Context: an optimization exercise on an open-source flow, tuned for a short achievable clock period and few clock cycles per item. The choices shown serve that exercise and are no tape-out recipe. Only simulation tests tie the RTL to the original design; equivalence was not proved.

==> inputs of trial 33 <==
// yuv_rgb_top
module yuv_rgb_top (
	input  logic        Clock,
	input  logic        resetn,
	input  logic        in_valid,
	input  logic [15:0] in_word,
	output logic        in_credit,
	output logic        out_valid,
	output logic [23:0] out_pixel,
	input  logic        out_credit
);
==> module pair_window, before the edit <==
module pair_window (
	input  logic        Clock,
	input  logic        resetn,
	input  logic        r_valid,
	input  logic [15:0] r_word,
	output logic        x_valid,  
	output logic [47:0] x_u,      
	output logic [47:0] x_v,
	output logic [15:0] x_y
);
	logic        chroma;         
	logic [7:0]  pair;
	logic [47:0] win_u, win_v;
	logic [63:0] y_hist;         
	logic [47:0] nwin_u, nwin_v;
	logic [47:0] tail_u, tail_v;
	logic [47:0] tail_y;         
	logic [1:0]  tail_left;
	logic        tail_ph;
	logic        tail_issue;
	logic        c_word, row_first, row_last;
	assign c_word = r_valid & chroma;
	assign row_first = (pair == 8'd0);
	assign row_last = (pair == 8'(yuv_rgb_pkg::PAIRS_PER_ROW - 1));
	assign nwin_u = row_first ? {6{r_word[15:8]}} : {win_u[39:0], r_word[15:8]};
	assign nwin_v = row_first ? {6{r_word[7:0]}} : {win_v[39:0], r_word[7:0]};
	assign tail_issue = (tail_left != 2'd0) & tail_ph;
	always_ff @(posedge Clock or negedge resetn) begin
		if (!resetn) begin
			chroma <= 1'b0;
			pair <= '0;
			tail_left <= 2'd0;
			tail_ph <= 1'b0;
		end else begin
			if (r_valid) begin
				chroma <= ~chroma;
				if (chroma)
					pair <= row_last ? 8'd0 : pair + 8'd1;
			end
			if (c_word && row_last) begin
				tail_left <= 2'd3;
				tail_ph <= 1'b0;
			end else if (tail_left != 2'd0) begin
				tail_ph <= ~tail_ph;
				if (tail_ph)
					tail_left <= tail_left - 2'd1;
			end
		end
	end
	always_ff @(posedge Clock) begin
		if (r_valid && !chroma)
			y_hist <= {y_hist[47:0], r_word};
		if (c_word) begin
			win_u <= nwin_u;
			win_v <= nwin_v;
		end
		if (c_word && row_last) begin
			tail_u <= nwin_u;
			tail_v <= nwin_v;
			tail_y <= y_hist[47:0];
		end else if (tail_issue) begin
			tail_u <= {tail_u[39:0], tail_u[7:0]};
			tail_v <= {tail_v[39:0], tail_v[7:0]};
			tail_y <= {tail_y[31:0], 16'h0};
		end
	end
	assign x_valid = (c_word && pair >= 8'd3) || tail_issue;
	assign x_u = tail_issue ? {tail_u[39:0], tail_u[7:0]} : nwin_u;
	assign x_v = tail_issue ? {tail_v[39:0], tail_v[7:0]} : nwin_v;
	assign x_y = tail_issue ? tail_y[47:32] : y_hist[63:48];
endmodule
Settings: LEC_CHECK=0, CAP_MARGIN=20, CORE_MARGIN=2, CORE_UTILIZATION=40, CTS_CLUSTER_DIAMETER=80, CTS_CLUSTER_SIZE=30, SLEW_MARGIN=20; clock period 12.0 ns.
standard.sh (not shown) runs the stock make flow with config.mk's settings and CLKGATE_MAP_FILE= SYNTH_SCRIPT=/design/flow/synth_recipe.tcl, a recipe that flattens the netlist after the stock synthesis.
==> flow/flow/run.sh <==
#!/bin/bash
set -euo pipefail
bash standard.sh SETUP_SLACK_MARGIN=9 finish > flow_make.log 2>&1
==> inputs of trial 26, as changes to trial 33 <==
--- a/flow/design.v
+++ b/flow/design.v
@@ -1,5 +1,5 @@
 package yuv_rgb_pkg;
 	localparam int PAIRS_PER_ROW = 160;
-	localparam int OUT_DEPTH = 19;
+	localparam int OUT_DEPTH = 20;
 	localparam int OUT_PTR_W = $clog2(OUT_DEPTH);
 	localparam int OUT_CNT_W = $clog2(OUT_DEPTH + 1);
@@ -112,5 +112,5 @@
 	input  logic        r_valid,
 	input  logic [15:0] r_word,
-	output logic        x_valid,  
+	output logic        x_valid,
 	output logic [47:0] x_u,      
 	output logic [47:0] x_v,
@@ -140,4 +140,5 @@
 			tail_left <= 2'd0;
 			tail_ph <= 1'b0;
+			x_valid <= 1'b0;
 		end else begin
 			if (r_valid) begin
@@ -154,4 +155,5 @@
 					tail_left <= tail_left - 2'd1;
 			end
+			x_valid <= (c_word && pair >= 8'd3) || tail_issue;
 		end
 	end
@@ -172,9 +174,14 @@
 			tail_y <= {tail_y[31:0], 16'h0};
 		end
+		if (tail_issue) begin
+			x_u <= {tail_u[39:0], tail_u[7:0]};
+			x_v <= {tail_v[39:0], tail_v[7:0]};
+			x_y <= tail_y[47:32];
+		end else begin
+			x_u <= nwin_u;
+			x_v <= nwin_v;
+			x_y <= y_hist[63:48];
+		end
 	end
-	assign x_valid = (c_word && pair >= 8'd3) || tail_issue;
-	assign x_u = tail_issue ? {tail_u[39:0], tail_u[7:0]} : nwin_u;
-	assign x_v = tail_issue ? {tail_v[39:0], tail_v[7:0]} : nwin_v;
-	assign x_y = tail_issue ? tail_y[47:32] : y_hist[63:48];
 endmodule
 module chroma_fir (
- CORE_UTILIZATION: 40 -> 70
- CTS_CLUSTER_DIAMETER: 80 -> default
- CTS_CLUSTER_SIZE: 30 -> default
==> results.cfg <==
[finish]
n_antenna_cell = 0
layout-drive-gt1-share = 0.222
fin_cells = 7304
seq_share = 0.493

[run_status]
status = timing/DRC/antenna clean

[synthesis]
synth-async-reset-ratio = 0.0416
(the above is from trial 33)
==> results.cfg <==
[run_status]
status = timing/DRC/antenna clean

[finish]
layout-drive-gt1-share = 0.188
n_antenna_cell = 5
seq_share = 0.520
fin_cells = 6612

[synthesis]
synth-async-reset-ratio = 0.0385
(the above is from trial 26)
Testbench counts of trial 33, summed over its fixed seeds: cycles 20,616, items 20,480.
Testbench counts of trial 26, summed over its fixed seeds: cycles 20,624, items 20,480.

separate check: timing with driven ports:
The results above use ideal ports. As a check the final layouts listed here were re-extracted and re-timed, cells and wires unchanged.
Step 1 sets driving cells, clkbuf_16 on the clock port and buf_2 on the other inputs (assumed; they add their load-dependent delay and slew).
Step 2 adds t to the input delays and takes it off the output delays; t is the mean of the earliest and latest rising clock arrival at the registers after step 1. Input paths then give back, and output paths get back, about the clock's delay inside the block.
Slacks: ideal / step 1 / step 2; pairs: ideal / step 1.
| run | t, ns | slack for setup (ns) | cell pins on the clock port's net |
|---|---|---|---|
| trial 33 | 0.772 | 8.346 / 8.275 / 8.621 | 1 |
| trial 26 | 0.829 | 8.270 / 8.199 / 8.734 | 1 |
After both steps every run listed still meets setup and hold. The worst setup slack also covers recovery checks on asynchronous resets.
